From an optimization exercise on the open Yosys and OpenROAD flow, aimed at small area; shortcuts taken in it are not production practice.
The RTL was checked by simulation tests, not by an equivalence proof against the original design.
Power and IR drop assume default switching activity.

==> job 3692 <==
// rv_register_file
module rv_register_file (
  input  logic        clk,
  input  logic        rst,
  input  logic [4:0]  A1,
  input  logic [4:0]  A2,
  input  logic [4:0]  A3,
  input  logic        WE3,
  input  logic [31:0] WD3,
  output logic [31:0] RD1,
  output logic [31:0] RD2
);
  logic [31:0] regs_reg [1:31];
  logic [31:0] nxt      [1:31];
  logic        ph_reg;
  logic [31:1] wen, wenn, s1, s2;
  logic [31:0] wx;
  logic        ph1, ph2;
  assign wx = {32{rst}} | (WD3 ^ {32{ph_reg}});
  rf_wdec u_wdec (.a(A3), .we(WE3), .rst(rst), .en(wen), .enn(wenn));
  rf_rdec u_rdec1 (.a(A1), .s(s1));
  rf_rdec u_rdec2 (.a(A2), .s(s2));
  genvar gi, gb;
  generate
    for (gi = 1; gi < 32; gi++) begin : g_reg
      rf_wnext u_wn (.s(wen[gi]), .sn(wenn[gi]), .x(wx), .q(regs_reg[gi]),
                     .y(nxt[gi]));
    end
  endgenerate
  assign ph1 = ph_reg & (A1 != 5'd0);
  assign ph2 = ph_reg & (A2 != 5'd0);
  generate
    for (gb = 0; gb < 32; gb++) begin : g_rd
      logic [31:1] col;
      for (gi = 1; gi < 32; gi++) begin : g_col
        assign col[gi] = regs_reg[gi][gb];
      end
      rf_rbit u_r1 (.sel(s1), .d(col), .ph(ph1), .y(RD1[gb]));
      rf_rbit u_r2 (.sel(s2), .d(col), .ph(ph2), .y(RD2[gb]));
    end
  endgenerate
  always_ff @(posedge clk) begin
    ph_reg <= ~ph_reg & ~rst;
    for (int i = 1; i < 32; i++) begin
      regs_reg[i] <= nxt[i];
    end
  end
endmodule
==> module rf_wnext, before the edit <==
module rf_wnext (
  input  logic        s,
  input  logic        sn,
  input  logic [31:0] x,
  input  logic [31:0] q,
  output logic [31:0] y
);
  assign y = ~((q | {32{s}}) & (x | {32{sn}}));
endmodule
==> module rf_xor2, before the edit <==
module rf_xor2 (
  input  logic a, b,
  output logic y
);
  assign y = a ^ b;
endmodule
==> module rf_rbit, before the edit <==
module rf_rbit (
  input  logic [31:1] sel,
  input  logic [31:1] d,
  input  logic        ph,
  output logic        y
);
  logic [10:0] n;
  logic [2:0]  p;
  logic        pp;
  genvar g;
  generate
    for (g = 0; g < 10; g++) begin : g_aoi
      rf_aoi222 u (.a1(sel[3*g+1]), .b1(d[3*g+1]),
                   .a2(sel[3*g+2]), .b2(d[3*g+2]),
                   .a3(sel[3*g+3]), .b3(d[3*g+3]), .y(n[g]));
    end
  endgenerate
  rf_nand2 u_n2 (.a(sel[31]), .b(d[31]), .y(n[10]));
  rf_nand4 u_c0 (.a(n[0]), .b(n[1]), .c(n[2]),  .d(n[3]), .y(p[0]));
  rf_nand4 u_c1 (.a(n[4]), .b(n[5]), .c(n[6]),  .d(n[7]), .y(p[1]));
  rf_nand3 u_c2 (.a(n[8]), .b(n[9]), .c(n[10]), .y(p[2]));
  rf_or3   u_o  (.a(p[0]), .b(p[1]), .c(p[2]), .y(pp));
  rf_xor2  u_x  (.a(pp), .b(ph), .y(y));
endmodule
==> module rf_rdec, before the edit <==
module rf_rdec (
  input  logic [4:0]  a,
  output logic [31:1] s
);
  genvar g;
  generate
    for (g = 1; g < 32; g++) begin : g_s
      assign s[g] = (a == 5'(g));
    end
  endgenerate
endmodule
==> module rf_wdec, before the edit <==
module rf_wdec (
  input  logic [4:0]  a,
  input  logic        we,
  input  logic        rst,
  output logic [31:1] en,
  output logic [31:1] enn
);
  genvar g;
  generate
    for (g = 1; g < 32; g++) begin : g_e
      assign en[g]  = rst | (we && (a == 5'(g)));
      assign enn[g] = ~en[g];
    end
  endgenerate
endmodule
==> module rv_register_file, before the edit <==
module rv_register_file (
  input  logic        clk,
  input  logic        rst,
  input  logic [4:0]  A1,
  input  logic [4:0]  A2,
  input  logic [4:0]  A3,
  input  logic        WE3,
  input  logic [31:0] WD3,
  output logic [31:0] RD1,
  output logic [31:0] RD2
);
  logic [31:0] regs_reg [1:31];
  logic [31:0] nxt      [1:31];
  logic        ph_reg;
  logic [31:1] wen, wenn, s1, s2;
  logic [31:0] wx;
  logic        ph1, ph2;
  assign wx = {32{rst}} | (WD3 ^ {32{ph_reg}});
  rf_wdec u_wdec (.a(A3), .we(WE3), .rst(rst), .en(wen), .enn(wenn));
  rf_rdec u_rdec1 (.a(A1), .s(s1));
  rf_rdec u_rdec2 (.a(A2), .s(s2));
  genvar gi, gb;
  generate
    for (gi = 1; gi < 32; gi++) begin : g_reg
      rf_wnext u_wn (.s(wen[gi]), .sn(wenn[gi]), .x(wx), .q(regs_reg[gi]),
                     .y(nxt[gi]));
    end
  endgenerate
  assign ph1 = ph_reg & (A1 != 5'd0);
  assign ph2 = ph_reg & (A2 != 5'd0);
  generate
    for (gb = 0; gb < 32; gb++) begin : g_rd
      logic [31:1] col;
      for (gi = 1; gi < 32; gi++) begin : g_col
        assign col[gi] = regs_reg[gi][gb];
      end
      rf_rbit u_r1 (.sel(s1), .d(col), .ph(ph1), .y(RD1[gb]));
      rf_rbit u_r2 (.sel(s2), .d(col), .ph(ph2), .y(RD2[gb]));
    end
  endgenerate
  always_ff @(posedge clk) begin
    ph_reg <= ~ph_reg & ~rst;
    for (int i = 1; i < 32; i++) begin
      regs_reg[i] <= nxt[i];
    end
  end
endmodule
==> module rf_or3, before the edit <==
module rf_or3 (
  input  logic a, b, c,
  output logic y
);
  assign y = a | b | c;
endmodule
clock: 7.0 ns
lec_check: 0
cap_margin: 20
core_margin: 2
core_utilization: 60
cts_buf_list: sky130_fd_sc_hd__clkbuf_4
place_density: 0.7
slew_margin: 20
synth_hierarchical: 1
synth_minimum_keep_size: 0
standard.sh (not shown) runs the stock make flow with config.mk's settings and CLKGATE_MAP_FILE= SYNTH_SCRIPT=/design/flow/synth_recipe.tcl, a recipe that flattens the netlist after the stock synthesis.
==> flow/flow/run.sh <==
#!/bin/bash
set -euo pipefail
export BUFFER_PORTS_ARGS="-buffer_cell sky130_fd_sc_hd__buf_1"
export CTS_ARGS="-sink_clustering_enable -repair_clock_nets -buf_list sky130_fd_sc_hd__clkbuf_4 -dont_use_dummy_load -sink_clustering_size 10 -sink_clustering_max_diameter 40"
bash standard.sh > standard.log 2>&1
==> inputs of job 1633, as changes to job 3692 <==
==> flow/design.v (replaced) <==
module rf_wmux (
  input  logic        s,
  input  logic        sn,
  input  logic [31:0] a,
  input  logic [31:0] b,
  output logic [31:0] y
);
  assign y = (a & {32{s}}) | (b & {32{sn}});
endmodule
module rf_aoi222 (
  input  logic a1, b1, a2, b2, a3, b3,
  output logic y
);
  assign y = ~((a1 & b1) | (a2 & b2) | (a3 & b3));
endmodule
module rf_nand2 (
  input  logic a, b,
  output logic y
);
  assign y = ~(a & b);
endmodule
module rf_nand4 (
  input  logic a, b, c, d,
  output logic y
);
  assign y = ~(a & b & c & d);
endmodule
module rf_nand3 (
  input  logic a, b, c,
  output logic y
);
  assign y = ~(a & b & c);
endmodule
module rf_or3 (
  input  logic a, b, c,
  output logic y
);
  assign y = a | b | c;
endmodule
module rf_rbit (
  input  logic [31:1] sel,
  input  logic [31:1] d,
  output logic        y
);
  logic [10:0] n;
  logic [2:0]  p;
  genvar g;
  generate
    for (g = 0; g < 10; g++) begin : g_aoi
      rf_aoi222 u (.a1(sel[3*g+1]), .b1(d[3*g+1]),
                   .a2(sel[3*g+2]), .b2(d[3*g+2]),
                   .a3(sel[3*g+3]), .b3(d[3*g+3]), .y(n[g]));
    end
  endgenerate
  rf_nand2 u_n2 (.a(sel[31]), .b(d[31]), .y(n[10]));
  rf_nand4 u_c0 (.a(n[0]), .b(n[1]), .c(n[2]),  .d(n[3]), .y(p[0]));
  rf_nand4 u_c1 (.a(n[4]), .b(n[5]), .c(n[6]),  .d(n[7]), .y(p[1]));
  rf_nand3 u_c2 (.a(n[8]), .b(n[9]), .c(n[10]), .y(p[2]));
  rf_or3   u_o  (.a(p[0]), .b(p[1]), .c(p[2]), .y(y));
endmodule
module rv_register_file (
  input  logic        clk,
  input  logic        rst,
  input  logic [4:0]  A1,
  input  logic [4:0]  A2,
  input  logic [4:0]  A3,
  input  logic        WE3,
  input  logic [31:0] WD3,
  output logic [31:0] RD1,
  output logic [31:0] RD2
);
  logic [31:0] regs_reg [1:31];
  logic [31:0] nxt      [1:31];
  logic [31:1] wen, s1, s2;
  logic [31:0] wdata;
  assign wdata = WD3 & {32{~rst}};
  genvar gi, gb;
  generate
    for (gi = 1; gi < 32; gi++) begin : g_reg
      assign wen[gi] = rst | (WE3 && (A3 == 5'(gi)));
      assign s1[gi]  = (A1 == 5'(gi));
      assign s2[gi]  = (A2 == 5'(gi));
      rf_wmux u_wm (.s(wen[gi]), .sn(~wen[gi]), .a(wdata), .b(regs_reg[gi]),
                    .y(nxt[gi]));
    end
    for (gb = 0; gb < 32; gb++) begin : g_rd
      logic [31:1] col;
      for (gi = 1; gi < 32; gi++) begin : g_col
        assign col[gi] = regs_reg[gi][gb];
      end
      rf_rbit u_r1 (.sel(s1), .d(col), .y(RD1[gb]));
      rf_rbit u_r2 (.sel(s2), .d(col), .y(RD2[gb]));
    end
  endgenerate
  always_ff @(posedge clk) begin
    for (int i = 1; i < 32; i++) begin
      regs_reg[i] <= nxt[i];
    end
  end
endmodule
==> flow/run.sh (new file) <==
#!/bin/bash
# synth_recipe.tcl (not shown) runs the flow's synth.tcl, then flattens the netlist and writes it again
# the make line also repeats each setting of config.mk as NAME=value (left out here)
make -C /OpenROAD-flow-scripts/flow DESIGN_CONFIG=/design/flow/config.mk WORK_HOME=/design/flow/orfs CLKGATE_MAP_FILE= SYNTH_SCRIPT=/design/flow/synth_recipe.tcl finish
- CORE_UTILIZATION: 60 -> 25
- CTS_BUF_LIST: sky130_fd_sc_hd__clkbuf_4 -> not set
- PLACE_DENSITY: 0.7 -> 0.45
removed: flow/flow/run.sh
removed: flow/standard.sh
==> inputs of job 6940, as changes to job 3692 <==
--- a/flow/design.v
+++ b/flow/design.v
@@ -15,2 +15,8 @@
 endmodule
+module rf_nand2 (
+  input  logic a, b,
+  output logic y
+);
+  assign y = ~(a & b);
+endmodule
 module rf_nand4 (
@@ -27,3 +33,9 @@
 endmodule
-module rf_nand2 (
+module rf_nor3 (
+  input  logic a, b, c,
+  output logic y
+);
+  assign y = ~(a | b | c);
+endmodule
+module rf_xnor2 (
   input  logic a, b,
@@ -31,15 +43,3 @@
 );
-  assign y = ~(a & b);
-endmodule
-module rf_or3 (
-  input  logic a, b, c,
-  output logic y
-);
-  assign y = a | b | c;
-endmodule
-module rf_xor2 (
-  input  logic a, b,
-  output logic y
-);
-  assign y = a ^ b;
+  assign y = ~(a ^ b);
 endmodule
@@ -53,3 +53,3 @@
   logic [2:0]  p;
-  logic        pp;
+  logic        pn;
   genvar g;
@@ -66,30 +66,4 @@
   rf_nand3 u_c2 (.a(n[8]), .b(n[9]), .c(n[10]), .y(p[2]));
-  rf_or3   u_o  (.a(p[0]), .b(p[1]), .c(p[2]), .y(pp));
-  rf_xor2  u_x  (.a(pp), .b(ph), .y(y));
-endmodule
-module rf_rdec (
-  input  logic [4:0]  a,
-  output logic [31:1] s
-);
-  genvar g;
-  generate
-    for (g = 1; g < 32; g++) begin : g_s
-      assign s[g] = (a == 5'(g));
-    end
-  endgenerate
-endmodule
-module rf_wdec (
-  input  logic [4:0]  a,
-  input  logic        we,
-  input  logic        rst,
-  output logic [31:1] en,
-  output logic [31:1] enn
-);
-  genvar g;
-  generate
-    for (g = 1; g < 32; g++) begin : g_e
-      assign en[g]  = rst | (we && (a == 5'(g)));
-      assign enn[g] = ~en[g];
-    end
-  endgenerate
+  rf_nor3  u_o  (.a(p[0]), .b(p[1]), .c(p[2]), .y(pn));
+  rf_xnor2 u_x  (.a(pn), .b(ph), .y(y));
 endmodule
@@ -109,3 +83,3 @@
   logic        ph_reg;
-  logic [31:1] wen, wenn, s1, s2;
+  logic [31:1] wen, s1, s2;
   logic [31:0] wx;
@@ -113,5 +87,2 @@
   assign wx = {32{rst}} | (WD3 ^ {32{ph_reg}});
-  rf_wdec u_wdec (.a(A3), .we(WE3), .rst(rst), .en(wen), .enn(wenn));
-  rf_rdec u_rdec1 (.a(A1), .s(s1));
-  rf_rdec u_rdec2 (.a(A2), .s(s2));
   genvar gi, gb;
@@ -119,3 +90,6 @@
     for (gi = 1; gi < 32; gi++) begin : g_reg
-      rf_wnext u_wn (.s(wen[gi]), .sn(wenn[gi]), .x(wx), .q(regs_reg[gi]),
+      assign wen[gi] = rst | (WE3 && (A3 == 5'(gi)));
+      assign s1[gi]  = (A1 == 5'(gi));
+      assign s2[gi]  = (A2 == 5'(gi));
+      rf_wnext u_wn (.s(wen[gi]), .sn(~wen[gi]), .x(wx), .q(regs_reg[gi]),
                      .y(nxt[gi]));
==> flow/run.sh (new file) <==
#!/bin/bash
# synth_recipe.tcl (not shown) runs the flow's synth.tcl, then flattens the netlist and writes it again
# the make line also repeats each setting of config.mk as NAME=value (left out here)
make -C /OpenROAD-flow-scripts/flow DESIGN_CONFIG=/design/flow/config.mk WORK_HOME=/design/flow/orfs CLKGATE_MAP_FILE= SYNTH_SCRIPT=/design/flow/synth_recipe.tcl finish
removed: flow/flow/run.sh
removed: flow/standard.sh
==> comparison <==
Job 1633 completed with no timing, DRC or antenna violations. Job 3692 produced a clean layout. Job 6940 reached the layout checks and failed them: setup timing.
Wire length: job 3692 < job 6940 < job 1633.
In job 3692 the clock power is lower than in job 6940, by 42%.
Worst hold slack, highest first: job 1633, job 3692, job 6940.
Between job 3692 and job 6940, the lower non-clock buffer count is in job 3692 (gap 38).
The highest total power belongs to job 1633, the lowest to job 3692.
Between job 6940 and job 3692, the lower utilization is in job 3692 (gap 5.5 points).
The lowest via count belongs to job 1633, the highest to job 6940.
Sequential power is about the same in job 6940 and job 3692.

afterwards: timing with drivers on the ports:
In the flow no input, the clock included, has a driving cell. The finished layouts below were timed again as built, in two steps.
Step 1: set_driving_cell puts a clkbuf_16 on clk and a buf_2 on each other input, an assumption about the parent block.
Step 2 moves the port delays by t, midway between the first and last clock arrival at a register: inputs arrive t later, outputs are due t later. That takes back most of the time a late clock gives input paths.
Slacks: no drivers / after step 1 / after step 2; pairs: no drivers / after step 1.
run	t, ns	setup WS [ns]	clock arrival spread, ns	cell pins on the clock port's net
job 3692	1.076	1.084 / 1.053 / 1.053	0.114 / 0.114	1
job 1633	0.784	0.415 / 0.389 / 0.389	0.037 / 0.037	1
job 6940	1.207	-0.010 / -0.042 / -0.042	0.088 / 0.088	1
For job 6940, which loses most, drivers alone change the setup slack by -0.032 ns; drivers and shift together by -0.032 ns.
